From an optimization exercise on the open Yosys and OpenROAD flow, aimed at small area, a short achievable clock period and few clock cycles per item; shortcuts taken in it are not production practice. RTL that was checked went through simulation tests only; none was proved equivalent to the original. Power and IR drop assume default switching activity.

Setup of the reference run:
## llc_tag_store
module llc_tag_store #(
  parameter int unsigned NumLines = DEF_NUM_LINES,
  parameter int unsigned TagWidth = DEF_TAG_WIDTH,
  localparam int unsigned IdxWidth = $clog2(NumLines)
) (
  input  logic                clk_i,
  input  logic                rst_n_i,
  input  logic                req_valid_i,
  output logic                req_ready_o,
  input  logic [MODE_W-1:0]   req_mode_i,
  input  logic [IdxWidth-1:0] req_index_i,
  input  logic [TagWidth-1:0] req_tag_i,
  input  logic                req_dirty_i,
  input  logic [NUM_WAYS-1:0] req_way_i,
  input  logic [NUM_WAYS-1:0] total_lock_i,
  output logic                res_valid_o,
  input  logic                res_ready_i,
  output logic [NUM_WAYS-1:0] res_way_o,
  output logic                res_hit_o,
  output logic                res_evict_o,
  output logic [TagWidth-1:0] res_evict_tag_o
);
  localparam int unsigned W = NUM_WAYS;
  logic [TagWidth-1:0] tag_q  [NumLines][W];
  logic [W-1:0]        val_q  [NumLines];
  logic [W-1:0]        dit_q  [NumLines];
  logic [2:0]          tree_q [NumLines];
  logic                ready_q;
  logic                b_v, c_v;
  logic                b_lk, c_lk;             
  logic [IdxWidth-1:0] b_idx, c_idx;
  logic [TagWidth-1:0] b_tag, c_tag;
  logic                b_dty, c_dty;
  logic [W-1:0]        b_way, c_way;
  logic [W-1:0]        b_lock, c_lock;
  ...
Size: about 3,000 cells after synthesis, ~1,200 flip-flops, roughly 51 I/O pins.
Settings: LEC_CHECK=0, ABC_CLOCK_PERIOD_IN_PS=2200, CAP_MARGIN=20, CORE_MARGIN=2, CORE_UTILIZATION=45, CTS_CLUSTER_DIAMETER=90, CTS_CLUSTER_SIZE=26, SETUP_SLACK_MARGIN=2.9, SLEW_MARGIN=20; clock period 5.0 ns.
run.sh (not shown) runs the stock make flow with config.mk's settings and CLKGATE_MAP_FILE= SYNTH_SCRIPT=/design/flow/synth_recipe.tcl, a recipe that flattens the netlist after the stock synthesis.
Testbench counts of the reference run, summed over its fixed seeds: cycles 12,024, items 12,000.
Setup changes, the reference run to the trial run
Settings: SETUP_SLACK_MARGIN now 2.7, was 2.9; TNS_END_PERCENT now 5, previously not set.
Notes after the runs:
- Diff the trial run..the reference run | maximum clock skew at final layout | negligible
- Per the comparison of the trial run with the reference run, total global-route track usage moved down, number of buffers inserted to repair setup after CTS has decreased.
- The trial run gives less critical path depth than the reference run did.
- | power density relative to cell area | the trial run vs the reference run | about 7% higher |

* * *

Starting RTL as in the previous note.
clock: 5.0 ns
lec_check: 0
abc_clock_period_in_ps: 2200
cap_margin: 20
core_margin: 2
core_utilization: 45
cts_cluster_diameter: 90
cts_cluster_size: 26
setup_slack_margin: 2.8
slew_margin: 20
Testbench counts at the start, summed over its fixed seeds: cycles 12,024, items 12,000.
==> next run, changes <==
CORE_UTILIZATION = 50   (was 45)
SETUP_SLACK_MARGIN = 2.7   (was 2.8)
Outcome: Non-clock buffer count shrinks by 76; utilization grows by 4.2 points; synthesized cell count is unchanged; via count shrinks by 2.7%; global-route usage grows by 2.0 points.

* * *

build 84:
llc_tag_store, a different RTL version from the one above (not shown whole).
For scale: roughly 3100 cells after synthesis, roughly 51 I/O pins, about 48000 sq um of cells after synthesis.
clock: 5.0 ns
lec_check: 0
abc_clock_period_in_ps: 2200
cap_margin: 20
core_margin: 2
core_utilization: 55
cts_cluster_diameter: 80
cts_cluster_size: 22
setup_slack_margin: 2.8
slew_margin: 20
Build 84: no failed stages, no open violations at the end
> inputs changed (build 84 -> build 85)
- a change of CORE_UTILIZATION from 55 to 45
==> notes.md <==
Build 85 ended with every stage complete and zero timing, DRC or antenna violations. Final area of build 85 exceeds that of build 84 slightly. On utilization: between build 84 and build 85, it ends up higher for build 84. Across both runs, final clock skew was higher for build 85 than for build 84.
For build 73, these inputs were changed with respect to build 85:
- SETUP_SLACK_MARGIN: 2.8 -> 2.7
- TNS_END_PERCENT: unset -> 5
- CTS_CLUSTER_SIZE: 22 -> 26
- CTS_CLUSTER_DIAMETER: 80 -> 90
## What came out
Build 85 -> build 73: total power decreased by a few percent
Build 73 and build 85 ended up with roughly the same cell total after placement.
The run showing the smaller share of total power in the clock network is build 73.
Between build 73 and build 85, the difference in multi-input combinational gate total is negligible.
Build 73 vs. build 85: first-pass GRT wire length fell by about 2.7%, total net switching power fell by about 6%.
Function was not checked in any run of this note: the RTL went through the layout flow alone.

* * *

llc_tag_store with an RTL version that a note above also has.
For scale: ~3,000 cells after synthesis, roughly 1,200 flip-flops.
Settings: LEC_CHECK=0, ABC_CLOCK_PERIOD_IN_PS=2200, CAP_MARGIN=20, CORE_MARGIN=2, CORE_UTILIZATION=45, CTS_CLUSTER_DIAMETER=90, CTS_CLUSTER_SIZE=26, SETUP_SLACK_MARGIN=2.6, SLEW_MARGIN=20; clock period 5.0 ns.
Testbench counts at the start, summed over its fixed seeds: cycles 12,024, items 12,000.
Next try:
Settings changed: SETUP_SLACK_MARGIN 2.6 to 2.45.
Die area does not change.
Synthesized area is unchanged.
Utilization came out lower by 0.58 points.
Worst setup slack gets worse by 180 ps.
Hold slack gets better by 3.3 ps.
Power stays flat.

* * *

Setup of rev 12:
llc_tag_store, a different RTL version from the one above (not shown whole).
For scale: roughly 2800 cells after synthesis, about 1300 flip-flops, about 51 I/O pins, roughly 46000 µm² of cells after synthesis.
clock: 5.0 ns
lec_check: 0
abc_clock_period_in_ps: 2000
cap_margin: 20
core_margin: 2
core_utilization: 45
cts_cluster_diameter: 90
cts_cluster_size: 26
setup_slack_margin: 2.85
slew_margin: 20
Testbench counts of rev 12, summed over its fixed seeds: cycles 12,024, items 12,000.
### rev 12 -> rev 13
- swapping 2000 for 2200 in ABC_CLOCK_PERIOD_IN_PS
- swapping 2.85 for 2.7 in SETUP_SLACK_MARGIN
[summary]
- Minimum clock period after layout came out lower on rev 13 than on rev 12.
- Looking at global placement routability congestion, rev 13 sits above rev 12.
- The higher via count came out of rev 13.
- Looking at portion of total power attributed to sequential cells, rev 13 sits above rev 12.
- On multi-input logic cell count, rev 13 tracks rev 12 almost exactly.
- Max freq rev 12 -> rev 13: improved
- Of rev 13 and rev 12, it is rev 13 that has the lower share of layout cells above drive strength 1.
- Comparing rev 12 with rev 13, the wire length came out essentially unchanged.
- Rev 12 -> rev 13: area after synthesis delta 0, exact match
- [rev 13] total power divided by cell area rose about 1.1% relative to rev 12

* * *

The RTL this note starts from:
==> flow/design.v <==
`timescale 1ns/1ns
package llc_geom_pkg;
  localparam int unsigned NUM_WAYS = 4;
  localparam int unsigned DEF_NUM_LINES = 16;
  localparam int unsigned DEF_TAG_WIDTH = 12;
endpackage
`timescale 1ns/1ns
package llc_op_pkg;
  localparam int unsigned MODE_W = 2;
  localparam logic [MODE_W-1:0] MODE_FLUSH = 2'b10;
  localparam logic [MODE_W-1:0] MODE_LOOKUP = 2'b11;
  localparam int unsigned TW_DIT_BIT = 0;
  localparam int unsigned TW_VAL_BIT = 1;
  localparam int unsigned TW_FLAG_BITS = 2;
endpackage
`timescale 1ns/1ns
import llc_geom_pkg::*;
import llc_op_pkg::*;
module llc_tag_store #(
  parameter int unsigned NumLines = DEF_NUM_LINES,
  parameter int unsigned TagWidth = DEF_TAG_WIDTH,
  localparam int unsigned IdxWidth = $clog2(NumLines)
) (
  input  logic                clk_i,
  input  logic                rst_n_i,
  input  logic                req_valid_i,
  output logic                req_ready_o,
  input  logic [MODE_W-1:0]   req_mode_i,
  input  logic [IdxWidth-1:0] req_index_i,
  input  logic [TagWidth-1:0] req_tag_i,
  input  logic                req_dirty_i,
  input  logic [NUM_WAYS-1:0] req_way_i,
  input  logic [NUM_WAYS-1:0] total_lock_i,
  output logic                res_valid_o,
  input  logic                res_ready_i,
  output logic [NUM_WAYS-1:0] res_way_o,
  output logic                res_hit_o,
  output logic                res_evict_o,
  output logic [TagWidth-1:0] res_evict_tag_o
);
  localparam int unsigned W = NUM_WAYS;
  logic [TagWidth-1:0] tag_q  [NumLines][W];
  logic [W-1:0]        val_q  [NumLines];
  logic [W-1:0]        dit_q  [NumLines];
  logic [2:0]          tree_q [NumLines];
  logic                ready_q;
  logic                s0_v, s1_v;
  logic                s0_lk, s1_lk;           
  logic [IdxWidth-1:0] s0_idx, s1_idx;
  logic [TagWidth-1:0] s0_tag, s1_tag;
  logic                s0_dty, s1_dty;
  logic [W-1:0]        s0_way, s1_way;
  logic [W-1:0]        s0_lock, s1_lock;
  logic [TagWidth-1:0] rd_tag [W];
  logic [W-1:0]        rd_val, rd_dit;
  logic [2:0]          rd_tree;
  logic                out_v, sk_v;
  logic [W-1:0]        sk_way;
  logic                sk_hit, sk_ev;
  logic [TagWidth-1:0] sk_etag;
  logic accept, known, pop, s1_fire, s1_load, s0_load;
  assign req_ready_o = ready_q;
  assign res_valid_o = out_v;
  assign accept  = req_valid_i & ready_q;
  assign known   = req_mode_i[1];
  assign pop     = out_v & res_ready_i;
  assign s1_fire = s1_v & ~sk_v;
  assign s1_load = ~s1_v | ~sk_v;
  assign s0_load = ~s0_v | s1_load;
  logic [W-1:0]        hit, free_w, free_low, tree_oh, usable, vict, miss_way, resp_way;
  logic [W-1:0]        tag_we_w, new_val, new_dit, esel;
  logic [1:0]          tree_way;
  logic [2:0]          new_tree;
  logic                any_hit, up_dirty, resp_hit, resp_ev;
  logic [TagWidth-1:0] resp_etag;
  logic [TagWidth-1:0] new_tag [W];
  always_comb begin
    for (int w = 0; w < W; w++) begin
      hit[w] = s1_way[w] & rd_val[w] & (rd_tag[w] == s1_tag);
    end
    any_hit  = |hit;
    free_w   = s1_way & ~rd_val;
    free_low = free_w & (~free_w + 1'b1);
    tree_way = rd_tree[0] ? {1'b1, rd_tree[2]} : {1'b0, rd_tree[1]};
    tree_oh  = W'(1) << tree_way;
    usable   = s1_way & ~s1_lock;
    vict     = (|(tree_oh & usable)) ? tree_oh : (usable & (~usable + 1'b1));
    miss_way = (|free_w) ? free_low : vict;
    resp_hit = s1_lk & any_hit;
    if (s1_lk) begin
      resp_way = any_hit ? hit : miss_way;
      esel     = miss_way;
    end else begin
      resp_way = s1_way;
      esel     = s1_way;
    end
    resp_ev   = ~resp_hit & (|(esel & rd_val & rd_dit));
    resp_etag = '0;
    for (int w = 0; w < W; w++) begin
      resp_etag = resp_etag | (rd_tag[w] & {TagWidth{esel[w] & rd_val[w]}});
    end
    resp_etag = resp_etag & {TagWidth{~resp_hit}};
    up_dirty = s1_dty & ~(|(hit & rd_dit));
    tag_we_w = (s1_lk & ~any_hit) ? miss_way : '0;
    if (s1_lk) begin
      new_val = rd_val | tag_we_w;
      new_dit = any_hit ? (rd_dit | (hit & {W{up_dirty}}))
                        : ((rd_dit & ~tag_we_w) | (tag_we_w & {W{s1_dty}}));
    end else begin
      new_val = rd_val & ~s1_way;
      new_dit = rd_dit;
    end
    for (int w = 0; w < W; w++) begin
      new_tag[w] = tag_we_w[w] ? s1_tag : rd_tag[w];
    end
    new_tree = rd_tree;
    if (s1_lk) begin
      if (|resp_way[1:0]) begin
        new_tree[0] = 1'b1;
        new_tree[1] = resp_way[0];
      end else if (|resp_way[3:2]) begin
        new_tree[0] = 1'b0;
        new_tree[2] = resp_way[2];
      end
    end
  end
  always_ff @(posedge clk_i) begin
    if (s1_fire) begin
      for (int w = 0; w < W; w++) begin
        if (tag_we_w[w]) tag_q[s1_idx][w] <= s1_tag;
      end
      dit_q[s1_idx] <= new_dit;
    end
  end
  always_ff @(posedge clk_i) begin
    if (!rst_n_i) begin
      for (int s = 0; s < NumLines; s++) begin
        val_q[s]  <= '0;
        tree_q[s] <= '0;
      end
    end else if (s1_fire) begin
      val_q[s1_idx]  <= new_val;
      tree_q[s1_idx] <= new_tree;
    end
  end
  logic [NumLines-1:0] s0_oh;
  logic [TagWidth-1:0] rsel_tag [W];
  logic [W-1:0]        rsel_val, rsel_dit;
  logic [2:0]          rsel_tree;
  always_comb begin
    s0_oh     = '0;
    s0_oh[s0_idx] = 1'b1;
    rsel_val  = '0;
    rsel_dit  = '0;
    rsel_tree = '0;
    for (int w = 0; w < W; w++) rsel_tag[w] = '0;
    for (int s = 0; s < NumLines; s++) begin
      for (int w = 0; w < W; w++) rsel_tag[w] = rsel_tag[w] | (tag_q[s][w] & {TagWidth{s0_oh[s]}});
      rsel_val  = rsel_val  | (val_q[s]  & {W{s0_oh[s]}});
      rsel_dit  = rsel_dit  | (dit_q[s]  & {W{s0_oh[s]}});
      rsel_tree = rsel_tree | (tree_q[s] & {3{s0_oh[s]}});
    end
  end
  logic                fwd;
  assign fwd = s1_v & (s1_idx == s0_idx);
  always_ff @(posedge clk_i) begin
    if (s1_load) begin
      s1_lk   <= s0_lk;
      s1_idx  <= s0_idx;
      s1_tag  <= s0_tag;
      s1_dty  <= s0_dty;
      s1_way  <= s0_way;
      s1_lock <= s0_lock;
      if (fwd) begin
        for (int w = 0; w < W; w++) rd_tag[w] <= new_tag[w];
        rd_val  <= new_val;
        rd_dit  <= new_dit;
        rd_tree <= new_tree;
      end else begin
        for (int w = 0; w < W; w++) rd_tag[w] <= rsel_tag[w];
        rd_val  <= rsel_val;
        rd_dit  <= rsel_dit;
        rd_tree <= rsel_tree;
      end
    end
    if (s0_load) begin
      s0_lk   <= req_mode_i[0];
      s0_idx  <= req_index_i;
      s0_tag  <= req_tag_i;
      s0_dty  <= req_dirty_i;
      s0_way  <= req_way_i;
      s0_lock <= total_lock_i;
    end
  end
  logic out_load, sk_in;
  assign out_load = ~out_v | pop;
  assign sk_in    = s1_fire & ~out_load;
  always_ff @(posedge clk_i) begin
    if (out_load) begin
      if (sk_v) begin
        res_way_o       <= sk_way;
        res_hit_o       <= sk_hit;
        res_evict_o     <= sk_ev;
        res_evict_tag_o <= sk_etag;
      end else begin
        res_way_o       <= resp_way;
        res_hit_o       <= resp_hit;
        res_evict_o     <= resp_ev;
        res_evict_tag_o <= resp_etag;
      end
    end
    if (sk_in) begin
      sk_way  <= resp_way;
      sk_hit  <= resp_hit;
      sk_ev   <= resp_ev;
      sk_etag <= resp_etag;
    end
  end
  logic s0_v_n, s1_v_n, out_v_n, sk_v_n;
  always_comb begin
    s0_v_n  = (accept & known) | (s0_v & ~s0_load);
    s1_v_n  = s1_load ? s0_v : s1_v;
    out_v_n = out_load ? (sk_v | s1_fire) : out_v;
    sk_v_n  = sk_in | (sk_v & ~out_load);
  end
  always_ff @(posedge clk_i) begin
    if (!rst_n_i) begin
      ready_q <= 1'b1;
      s0_v    <= 1'b0;
      s1_v    <= 1'b0;
      out_v   <= 1'b0;
      sk_v    <= 1'b0;
    end else begin
      ready_q <= ~(s0_v_n & s1_v_n & sk_v_n);
      s0_v    <= s0_v_n;
      s1_v    <= s1_v_n;
      out_v   <= out_v_n;
      sk_v    <= sk_v_n;
    end
  end
endmodule
Settings: LEC_CHECK=0, ABC_CLOCK_PERIOD_IN_PS=2500, CAP_MARGIN=20, CORE_MARGIN=2, CORE_UTILIZATION=50, SETUP_SLACK_MARGIN=2.4, SLEW_MARGIN=20; clock period 5.0 ns.
Next try:
--- a/flow/config.mk
+++ b/flow/config.mk
@@ -8 +8 @@
-export ABC_CLOCK_PERIOD_IN_PS = 2500
+export ABC_CLOCK_PERIOD_IN_PS = 2000
@@ -12 +12 @@
-export SETUP_SLACK_MARGIN = 2.4
+export SETUP_SLACK_MARGIN = 3.0
Die area does not change.
Synthesized cell count stays the same.
Utilization came out higher by 3.2 points.
Power came out higher by about 3.2%.
Fmax came out lower by about 0.35%.
Worst setup slack is worse by 0.011 ns.
Routed wire length came out higher by about 6.5%.
Clock-buffer cell count came out higher by 8.
Function was not checked in any run of this note: the RTL went through the layout flow alone.

* * *

llc_tag_store, a different RTL version from the one above (not shown whole).
For scale: about 1,300 flip-flops, roughly 51 I/O pins, ~48,000 um^2 of cells after synthesis.
make LEC_CHECK=0 ABC_CLOCK_PERIOD_IN_PS=2000 CAP_MARGIN=20 CORE_MARGIN=2 CORE_UTILIZATION=45 CTS_CLUSTER_DIAMETER=90 CTS_CLUSTER_SIZE=26 SETUP_SLACK_MARGIN=2.95 SLEW_MARGIN=20 finish   # period 5.0 ns
Then changed:
Settings changed: ABC_CLOCK_PERIOD_IN_PS 2000 to 2200, SETUP_SLACK_MARGIN 2.95 to 2.8.
What happened: The new run produced a clean layout. Sequential cell count is unchanged. Power is lower slightly. Area after synthesis does not change. Count of clock-buffer cells in the layout stays the same.
Function was not checked in any run of this note: the RTL went through the layout flow alone.

==> port drivers added, routing unchanged <==
The results above use ideal ports. As a check the final layouts listed here were re-extracted and re-timed, cells and wires unchanged. Step 1: set_driving_cell puts a clkbuf_16 on clk_i and a buf_2 on each other input, an assumption about the parent block. Step 2 adds t to the input delays and takes it off the output delays; t is the mean of the earliest and latest rising clock arrival at the registers after step 1. Input paths then give back, and output paths get back, about the clock's delay inside the block. a / b / c = ideal ports / drivers / drivers and shift; a / b = the first two.
| run | shift t [ns] | setup slack, ns | hold WS [ns] |
|---|---|---|---|
| the reference run | 0.744 | 2.689 / 2.475 / 1.731 | 0.332 / 0.332 / 0.332 |
| the trial run | 0.748 | 2.327 / 2.272 / 1.524 | 0.320 / 0.320 / 0.320 |
| the first run of note 2 | 0.747 | 2.664 / 2.378 / 1.631 | 0.332 / 0.332 / 0.332 |
| the second run of note 2 | 0.746 | 2.429 / 2.315 / 1.568 | 0.326 / 0.326 / 0.326 |
| build 84 | 0.724 | 2.492 / 2.492 / 2.035 | 0.329 / 0.329 / 0.329 |
| build 85 | 0.733 | 2.546 / 2.527 / 1.794 | 0.330 / 0.330 / 0.330 |
| build 73 | 0.755 | 2.408 / 2.354 / 1.599 | 0.330 / 0.330 / 0.330 |
| the first run of note 4 | 0.752 | 2.573 / 2.488 / 1.737 | 0.332 / 0.332 / 0.332 |
| the second run of note 4 | 0.751 | 2.391 / 2.344 / 1.593 | 0.335 / 0.335 / 0.335 |
| rev 12 | 0.755 | 2.354 / 2.354 / 2.108 | 0.333 / 0.333 / 0.333 |
| rev 13 | 0.744 | 2.392 / 2.392 / 1.967 | 0.334 / 0.334 / 0.334 |
| the first run of note 6 | 0.742 | 1.976 / 1.976 / 1.817 | 0.428 / 0.428 / 0.428 |
| the second run of note 6 | 0.766 | 1.965 / 1.965 / 1.405 | 0.430 / 0.430 / 0.430 |
| the first run of note 7 | 0.766 | 2.495 / 2.495 / 2.129 | 0.338 / 0.338 / 0.338 |
| the second run of note 7 | 0.786 | 2.574 / 2.574 / 2.085 | 0.350 / 0.350 / 0.350 |
After both steps every run listed still meets setup and hold. The setup slack of the first run of note 2, which loses most, moves by -0.286 ns with the drivers and by -1.033 ns with both steps.
